Background: an optimization exercise with open tools, aiming at small area, a short achievable clock period and few clock cycles per item. Do not read the settings as production practice.
Only simulation tests tie the RTL to the original design; equivalence was not proved.
Power and IR drop assume default switching activity.

== job 1163 ==
==> flow/design.v <==
`default_nettype none
module admin_fifo #(
    parameter int WIDTH   = 8,
    parameter int DEPTH   = 8,
    parameter int DEC_LSB = 0,
    parameter int DEC_W   = 1
) (
    input  wire logic                  clk,
    input  wire logic                  rst_n,
    input  wire logic                  push,
    input  wire logic [WIDTH-1:0]      wr_data,
    input  wire logic                  pop,
    output logic      [WIDTH-1:0]      head,
    output logic                       head_valid,
    output logic      [2**DEC_W-1:0]   head_dec,
    output logic                       can_push
);
    localparam int R  = DEPTH - 1;
    localparam int CW = $clog2(R + 1);
    logic [WIDTH-1:0] mem [R];
    logic [R-1:0]     wr_oh;
    logic [R-1:0]     rd_oh;
    logic [CW-1:0]    rcnt;
    logic [CW-1:0]    rcnt_nx;
    logic             nfull;
    logic             rnempty;
    logic             h_load;
    logic             from_ram;
    logic             ram_wr;
    logic             hv_nx;
    logic [WIDTH-1:0] ram_out;
    logic [WIDTH-1:0] h_in;
    assign h_load   = !head_valid || pop;
    assign from_ram = h_load && rnempty;
    assign ram_wr   = push;
    assign hv_nx    = h_load ? rnempty : 1'b1;
    always_comb begin
        rcnt_nx = rcnt;
        if (ram_wr && !from_ram) rcnt_nx = rcnt + 1'b1;
        if (!ram_wr && from_ram) rcnt_nx = rcnt - 1'b1;
    end
    always_ff @(posedge clk) begin
        if (!rst_n) begin
            wr_oh      <= R'(1);
            rd_oh      <= R'(1);
            rcnt       <= '0;
            nfull      <= 1'b1;
            rnempty    <= 1'b0;
            head_valid <= 1'b0;
            head_dec   <= '0;
        end else begin
            if (ram_wr)   wr_oh <= {wr_oh[R-2:0], wr_oh[R-1]};
            if (from_ram) rd_oh <= {rd_oh[R-2:0], rd_oh[R-1]};
            rcnt       <= rcnt_nx;
            nfull      <= (rcnt_nx != CW'(R));
            rnempty    <= (rcnt_nx != '0);
            head_valid <= hv_nx;
            if (h_load) begin
                head_dec <= '0;
                if (rnempty) head_dec[h_in[DEC_LSB +: DEC_W]] <= 1'b1;
            end
        end
    end
    for (genvar e = 0; e < R; e++) begin : g_ent
        always_ff @(posedge clk) begin
            if (nfull && wr_oh[e]) mem[e] <= wr_data;
        end
    end
    always_comb begin
        ram_out = '0;
        for (int e = 0; e < R; e++) begin
            ram_out = ram_out | (mem[e] & {WIDTH{rd_oh[e]}});
        end
    end
    assign h_in = ram_out;
    always_ff @(posedge clk) begin
        if (h_load) head <= h_in;
    end
    assign can_push = nfull;
endmodule
`default_nettype wire
`default_nettype none
module rq_ingress #(
    parameter int FE_CH = 4,
    parameter int MW    = 63
) (
    input  wire logic [FE_CH*MW-1:0] fe_rq,
    output logic      [FE_CH-1:0]    fe_rq_ready,
    input  wire logic                can_push,
    output logic                     push,
    output logic      [MW-2:0]       wr_data
);
    localparam int FE_IDX = $clog2(FE_CH);
    logic [FE_CH-1:0]  vld;
    logic [FE_CH-1:0]  grant;
    logic [FE_IDX-1:0] sel;
    logic [MW-2:0]     pay;
    always_comb begin
        for (int i = 0; i < FE_CH; i++) vld[i] = fe_rq[i*MW + MW-1];
        grant = vld & ~(vld - 1'b1);
    end
    always_comb begin
        pay = '0;
        sel = '0;
        for (int i = 0; i < FE_CH; i++) begin
            pay = pay | (fe_rq[i*MW +: MW-1] & {(MW-1){grant[i]}});
            sel = sel | (FE_IDX'(i) & {FE_IDX{grant[i]}});
        end
    end
    assign wr_data     = {pay[MW-2:FE_IDX], sel};
    assign push        = can_push && (vld != '0);
    assign fe_rq_ready = grant & {FE_CH{can_push}};
endmodule
`default_nettype wire
`default_nettype none
module rq_egress #(
    parameter int BE_CH = 2,
    parameter int MW    = 63
) (
    input  wire logic                head_valid,
    output logic                     pop,
    input  wire logic [MW-2:0]       head,
    output logic      [BE_CH*MW-1:0] be_rq,
    input  wire logic [BE_CH-1:0]    be_rq_ready
);
    logic [BE_CH-1:0] grant;
    assign grant = be_rq_ready & ~(be_rq_ready - 1'b1);
    assign pop   = head_valid && (be_rq_ready != '0);
    always_comb begin
        for (int b = 0; b < BE_CH; b++) begin
            be_rq[b*MW +: MW] = {head_valid && grant[b], head};
        end
    end
endmodule
`default_nettype wire
`default_nettype none
module cp_ingress #(
    parameter int BE_CH  = 2,
    parameter int MW     = 57,
    parameter int ID_W   = 12,
    parameter int BE_IDX = (BE_CH > 1) ? $clog2(BE_CH) : 1
) (
    input  wire logic [BE_CH*MW-1:0]     be_cp,
    output logic      [BE_CH-1:0]        be_cp_ready,
    input  wire logic                    can_push,
    output logic                         push,
    output logic [MW-1-ID_W+BE_IDX-1:0]  wr_data
);
    localparam int PW = MW - 1 - ID_W;    
    logic [BE_CH-1:0]  vld;
    logic [BE_CH-1:0]  grant;
    logic [BE_IDX-1:0] sel;
    logic [PW-1:0]     pay;
    always_comb begin
        for (int i = 0; i < BE_CH; i++) vld[i] = be_cp[i*MW + MW-1];
        grant = vld & ~(vld - 1'b1);
    end
    always_comb begin
        pay = be_cp[(BE_CH-1)*MW + ID_W +: PW];
        sel = BE_IDX'(BE_CH-1);
        for (int i = BE_CH-2; i >= 0; i--) begin
            if (vld[i]) begin
                pay = be_cp[i*MW + ID_W +: PW];
                sel = BE_IDX'(i);
            end
        end
    end
    assign wr_data     = {pay, sel};
    assign push        = can_push && (vld != '0);
    assign be_cp_ready = grant & {BE_CH{can_push}};
endmodule
`default_nettype wire
`default_nettype none
module cp_egress #(
    parameter int FE_CH  = 4,
    parameter int MW     = 57,
    parameter int ID_W   = 12,
    parameter int BE_IDX = 1
) (
    input  wire logic [FE_CH-1:0]            head_dec,
    output logic                             pop,
    input  wire logic [MW-1-ID_W+BE_IDX-1:0] head,
    output logic      [FE_CH*MW-1:0]         fe_cp,
    input  wire logic [FE_CH-1:0]            fe_cp_ready
);
    logic [FE_CH-1:0] hit;
    assign hit = head_dec & fe_cp_ready;
    assign pop = hit != '0;
    always_comb begin
        for (int h = 0; h < FE_CH; h++) begin
            fe_cp[h*MW +: MW] = {hit[h], head[MW-2+BE_IDX-ID_W:BE_IDX],
                                 ID_W'(head[BE_IDX-1:0])};
        end
    end
endmodule
`default_nettype wire
`default_nettype none
module nvme_admin (
    input  wire logic         clk,
    input  wire logic         rst_n,
    input  wire logic [251:0] fe_rq,
    output logic      [3:0]   fe_rq_ready,
    output logic      [227:0] fe_cp,
    input  wire logic [3:0]   fe_cp_ready,
    output logic      [125:0] be_rq,
    input  wire logic [1:0]   be_rq_ready,
    input  wire logic [113:0] be_cp,
    output logic      [1:0]   be_cp_ready
);
    localparam int FE_CH      = 4;
    localparam int BE_CH      = 2;
    localparam int RQ_W       = 63;
    localparam int CP_W       = 57;
    localparam int ID_W       = 12;
    localparam int FIFO_DEPTH = 8;
    localparam int BE_IDX     = 1;
    localparam int RQ_SW      = RQ_W - 1;
    localparam int CP_SW      = CP_W - 1 - ID_W + BE_IDX;
    logic             rq_push, rq_pop, rq_can_push, rq_head_valid;
    logic [RQ_SW-1:0] rq_wr_data, rq_head;
    logic [1:0]       rq_head_dec;
    logic             cp_push, cp_pop, cp_can_push, cp_head_valid;
    logic [CP_SW-1:0] cp_wr_data, cp_head;
    logic [FE_CH-1:0] cp_head_dec;
    rq_ingress #(
        .FE_CH (FE_CH),
        .MW    (RQ_W)
    ) rq_ingress_inst (
        .fe_rq       (fe_rq),
        .fe_rq_ready (fe_rq_ready),
        .can_push    (rq_can_push),
        .push        (rq_push),
        .wr_data     (rq_wr_data)
    );
    admin_fifo #(
        .WIDTH (RQ_SW),
        .DEPTH (FIFO_DEPTH)
    ) rq_fifo_inst (
        .clk        (clk),
        .rst_n      (rst_n),
        .push       (rq_push),
        .wr_data    (rq_wr_data),
        .pop        (rq_pop),
        .head       (rq_head),
        .head_valid (rq_head_valid),
        .head_dec   (rq_head_dec),
        .can_push   (rq_can_push)
    );
    rq_egress #(
        .BE_CH (BE_CH),
        .MW    (RQ_W)
    ) rq_egress_inst (
        .head_valid  (rq_head_valid),
        .pop         (rq_pop),
        .head        (rq_head),
        .be_rq       (be_rq),
        .be_rq_ready (be_rq_ready)
    );
    cp_ingress #(
        .BE_CH  (BE_CH),
        .MW     (CP_W),
        .ID_W   (ID_W),
        .BE_IDX (BE_IDX)
    ) cp_ingress_inst (
        .be_cp       (be_cp),
        .be_cp_ready (be_cp_ready),
        .can_push    (cp_can_push),
        .push        (cp_push),
        .wr_data     (cp_wr_data)
    );
    admin_fifo #(
        .WIDTH   (CP_SW),
        .DEPTH   (FIFO_DEPTH),
        .DEC_LSB (BE_IDX),
        .DEC_W   (2)
    ) cp_fifo_inst (
        .clk        (clk),
        .rst_n      (rst_n),
        .push       (cp_push),
        .wr_data    (cp_wr_data),
        .pop        (cp_pop),
        .head       (cp_head),
        .head_valid (cp_head_valid),
        .head_dec   (cp_head_dec),
        .can_push   (cp_can_push)
    );
    cp_egress #(
        .FE_CH  (FE_CH),
        .MW     (CP_W),
        .ID_W   (ID_W),
        .BE_IDX (BE_IDX)
    ) cp_egress_inst (
        .head_dec    (cp_head_dec),
        .pop         (cp_pop),
        .head        (cp_head),
        .fe_cp       (fe_cp),
        .fe_cp_ready (fe_cp_ready)
    );
endmodule
`default_nettype wire
clock: 5.0 ns
lec_check: 0
abc_area: 1
cap_margin: 20
core_margin: 2
core_utilization: 40
cts_buf_list: sky130_fd_sc_hd__clkbuf_8 sky130_fd_sc_hd__clkbuf_16
cts_cluster_diameter: 70
cts_cluster_size: 30
setup_slack_margin: 3.0
slew_margin: 20
standard.sh (not shown) runs the stock make flow with config.mk's settings and CLKGATE_MAP_FILE= SYNTH_SCRIPT=/design/flow/synth_recipe.tcl, a recipe that flattens the netlist after the stock synthesis.
==> flow/flow/run.sh <==
#!/bin/bash
# Standard layout, with plain buf_1 cells as the port buffers.
set -euo pipefail
export BUFFER_PORTS_ARGS="-buffer_cell sky130_fd_sc_hd__buf_1"
bash standard.sh > standard_make.log 2>&1
Testbench counts of job 1163, summed over its fixed seeds: cycles 2,060, items 3,072.
Inputs modified between job 1163 and job 2583:
Settings: a change of CORE_UTILIZATION from 40 to 65; a deleted ABC_AREA that had been 1; a deleted CTS_CLUSTER_SIZE that had been 30; a change of CTS_BUF_LIST from sky130_fd_sc_hd__clkbuf_8 sky130_fd_sc_hd__clkbuf_16 to sky130_fd_sc_hd__clkbuf_4 sky130_fd_sc_hd__clkbuf_8; a deleted CTS_CLUSTER_DIAMETER that had been 70.
==> comparison <==
Row shortest period the worst path allows: job 2583 higher / job 1163 lower. Job 2583 — met1 usage 13 points higher, job 1163 as reference. Count of clock-buffer cells in the layout, job 2583 and job 1163: smaller value in job 1163. What job 2583 reported for number of distinct library cells after synthesis has to be multiplied by 0.71 to get the figure for job 1163. Post-synthesis instance area: job 2583 better than job 1163. Job 2583 has completed all stages; timing, DRC and antenna checks passed. Job 2583 reports a higher global-route usage than job 1163 does. Compared to job 1163, job 2583 has die outline width 66 µm lower. The final reports for job 2583 and job 1163 show initial antenna violation count lower in the former. Of job 2583 and job 1163, the run reporting the lower layout overhead on the synthesized area was job 1163.
#### Input delta (job 8510 over job 2583)
Settings: CTS_BUF_LIST no longer set, was sky130_fd_sc_hd__clkbuf_4 sky130_fd_sc_hd__clkbuf_8; CORE_UTILIZATION now 40, was 65.
--- outcome ---
- Job 8510 finished end to end and its layout was clean on timing, DRC and antenna.
- Changes observed in job 8510 relative to job 2583: sequential share of cell area lost 2.1 points, worst setup margin rose by 21 ps, layout multi-input combinational cell count went up 4, number of setup buffers added after CTS higher, combinational share of power dropped 0.3 points.
#### Input delta (job 245 over job 8510)
Settings: an added CTS_CLUSTER_DIAMETER of 70; an added CTS_CLUSTER_SIZE of 30; an added CTS_BUF_LIST of sky130_fd_sc_hd__clkbuf_8 sky130_fd_sc_hd__clkbuf_16.
Results
Between job 245 and job 8510, critical path depth is lower for job 8510, job 245 comes in above that.
Across both runs, multi-input logic area was higher for job 245 than for job 8510.
Max final layout net count across job 245 and job 8510: job 8510
Job 245 ended up with fe_rq[125] as its origin of the worst setup path; job 8510 ended up with fe_rq[251].
Final setup TNS: job 245 vs job 8510 identical
From job 8510 to job 245 the numbers moved as follows: worst hold slack after final layout shows no meaningful change, layout-stage area growth over the synthesis result shows a reduction of 3.2 points, top fanout value on the critical path shows a reduction of 1.
In the final reports, the cell area of job 245 is smaller than that of job 8510.
> inputs changed (job 245 -> job 9578)
Settings: CTS_CLUSTER_DIAMETER: 70 -> 60; CTS_CLUSTER_SIZE: 30 -> 24.
--- outcome ---
Looking at the reports, job 9578 completed the entire flow and the layout it produced met the timing, design-rule and antenna checks. Job 9578 reports a higher global routing usage on met2 than job 245 does. When job 9578 is measured against job 245, its routed length on met2 turns out 720 µm higher. Sort job 245 and job 9578 by number of antenna diodes asc -> top: job 9578. Job 9578 reports its timing endpoint of the critical path as fe_rq_ready[2] while job 245 reports fe_rq_ready[3]. Against job 245, job 9578 reports a wire length after detailed routing that is higher. Looking only at clock insertion delay at the later pin of the skew report, and setting everything else aside, the higher value of job 245 and job 9578 goes to job 9578. Between job 245 and job 9578, number of CTS-inserted buffers increased. Job 9578: clock group share of total power higher than job 245. Looking at design area, job 9578 sits 1.1% higher than job 245 does. Non-clock buffer count (job 9578 vs. job 245) increases slightly.

========
Starts from the design.v that is shown in full above.
Settings: LEC_CHECK=0, CAP_MARGIN=20, CORE_MARGIN=2, CORE_UTILIZATION=40, CTS_BUF_LIST=sky130_fd_sc_hd__clkbuf_4 sky130_fd_sc_hd__clkbuf_8, SETUP_SLACK_MARGIN=3.0, SLEW_MARGIN=20; clock period 5.0 ns.
Scripts as last shown in full above: flow/flow/run.sh
Testbench counts at the start, summed over its fixed seeds: cycles 2,060, items 3,072.
Edit:
- ABC_CLOCK_PERIOD_IN_PS: not set -> 1000
- CTS_BUF_LIST: sky130_fd_sc_hd__clkbuf_4 sky130_fd_sc_hd__clkbuf_8 -> sky130_fd_sc_hd__clkbuf_8 sky130_fd_sc_hd__clkbuf_16
- CTS_CLUSTER_DIAMETER: not set -> 70
- CTS_CLUSTER_SIZE: not set -> 30
Synthesized area does not change.
Sequential power barely changes.
Cell area drops by 1.2%.

========
run A:
Another version of the RTL of nvme_admin (not shown whole).
Size: about 1800 cells after synthesis.
==> flow/config.mk <==
export PLATFORM = sky130hd
export DESIGN_NAME = nvme_admin
export DESIGN_NICKNAME = nvme_admin
export VERILOG_FILES = /design/flow/design.v
export SDC_FILE = /design/flow/constraint.sdc
export NUM_CORES = 4
export LEC_CHECK = 0
export CAP_MARGIN = 20
export CORE_MARGIN = 2
export CORE_UTILIZATION = 40
export CTS_BUF_LIST = sky130_fd_sc_hd__clkbuf_8
export CTS_CLUSTER_DIAMETER = 55
export CTS_CLUSTER_SIZE = 18
export SETUP_SLACK_MARGIN = 2.4
export SLEW_MARGIN = 20
==> flow/constraint.sdc <==
create_clock -name core_clock -period 5.0 [get_ports {clk}]
set_input_delay 1.0000 -clock core_clock [delete_from_list [all_inputs] [get_ports {clk}]]
set_output_delay 1.0000 -clock core_clock [all_outputs]
set_load 0.01 [all_outputs]
==> flow/flow/run.sh <==
#!/bin/bash
# Standard layout, with plain buf_1 cells as the port buffers and the
# request handshake pins placed together.
set -euo pipefail
export BUFFER_PORTS_ARGS="-buffer_cell sky130_fd_sc_hd__buf_1"
export IO_CONSTRAINTS="$PWD/flow/io.tcl"
bash standard.sh > standard_make.log 2>&1
==> flow/flow/io.tcl <==
# Keep the request valid bits next to the request ready outputs, which
# depend on them combinationally.
set_io_pin_constraint -pin_names {fe_rq[62] fe_rq[125] fe_rq[188] fe_rq[251] fe_rq_ready[0] fe_rq_ready[1] fe_rq_ready[2] fe_rq_ready[3]} -region left:120-150
Testbench counts of run A, summed over its fixed seeds: cycles 2,060, items 3,072.
Relative to run A, the following input files were edited for run B:
Settings: swapping 40 for 50 in CORE_UTILIZATION.
Findings:
Sort run A and run B by part of the total power dissipated in the clock network desc -> top: run A. In run B the worst-case hold slack turned out 0.034 ns higher than in run A. Run B improves on run A in leakage power total. Route | run B vs run A | wire shorter in run B. Total core area delta (run B − run A): favourable.
The following lists how run C was set up differently from run B:
Settings: CORE_UTILIZATION now 40, was 50; SETUP_SLACK_MARGIN now 2.7, was 2.4.
Results
Relative to run B, worst slew margin relative to its limit has decreased by 0.86 points in run C.
As far as final-report max-slew violation count goes, run B and run C are indistinguishable; the numbers are identical.
Per the comparison of run C with run B, combinational group share of total power up 1.0 points, least setup slack across all paths after layout flat.
Relative to run B, the final area of run C is higher by about 4.7%.
The clock tree skew after final layout reported for run C is greater than that of run B by 0.022 ns.
In run C, final cell count is higher than in run B.
Edits applied to the flow inputs when going from run C to run D:
Settings: SETUP_SLACK_MARGIN now 2.3, was 2.7.
Findings:
- Against run C, post-route standard cell area excluding fillers in run D came out better.
- Relative to run C, the worst max-slew margin expressed relative to the limit of run D is higher by 1.5 points.
- Overall power of run D falls short of that of run C slightly.
- Between run D and run C, it is run D whose multi-input gate share of total cell area is lower, by 0.68 points.

separate check: timing with driven ports:
Ports are ideal in the flow. The routed layouts listed here were re-timed in OpenROAD. Step 1 assumes that a clkbuf_16 drives the clock port and a buf_2 every other input. Step 2 also shifts input and output timing later by t, the mid clock arrival at the registers, as if the neighbouring blocks saw the same clock. Slacks: ideal / step 1 / step 2; pairs: ideal / step 1.
| run | t, ns | slack for setup (ns) | worst setup path at the end | clock arrival spread, ns |
|---|---|---|---|---|
| job 1163 | 0.676 | 2.403 / 2.313 / 2.313 | input to output | 0.041 / 0.041 |
| job 2583 | 0.820 | 2.395 / 2.300 / 1.745 | input to register | 0.027 / 0.028 |
| job 8510 | 0.686 | 2.415 / 2.306 / 1.941 | input to register | 0.051 / 0.051 |
| job 245 | 0.676 | 2.421 / 2.298 / 1.963 | input to register | 0.051 / 0.050 |
| job 9578 | 0.700 | 2.414 / 2.276 / 1.808 | input to register | 0.048 / 0.047 |
| the first run of note 2 | 0.829 | 2.433 / 2.280 / 2.013 | input to register | 0.064 / 0.065 |
| the second run of note 2 | 0.676 | 2.421 / 2.298 / 1.963 | input to register | 0.051 / 0.050 |
| run A | 0.722 | 2.401 / 2.305 / 1.800 | input to register | 0.061 / 0.060 |
| run B | 0.765 | 2.387 / 2.333 / 1.863 | input to register | 0.044 / 0.044 |
| run C | 0.732 | 2.389 / 2.316 / 1.936 | input to register | 0.072 / 0.072 |
| run D | 0.728 | 2.323 / 2.263 / 1.737 | input to register | 0.085 / 0.084 |
After both steps setup and hold are still met in every run listed. For job 2583, which loses most, drivers alone change the setup slack by -0.095 ns; drivers and shift together by -0.650 ns.
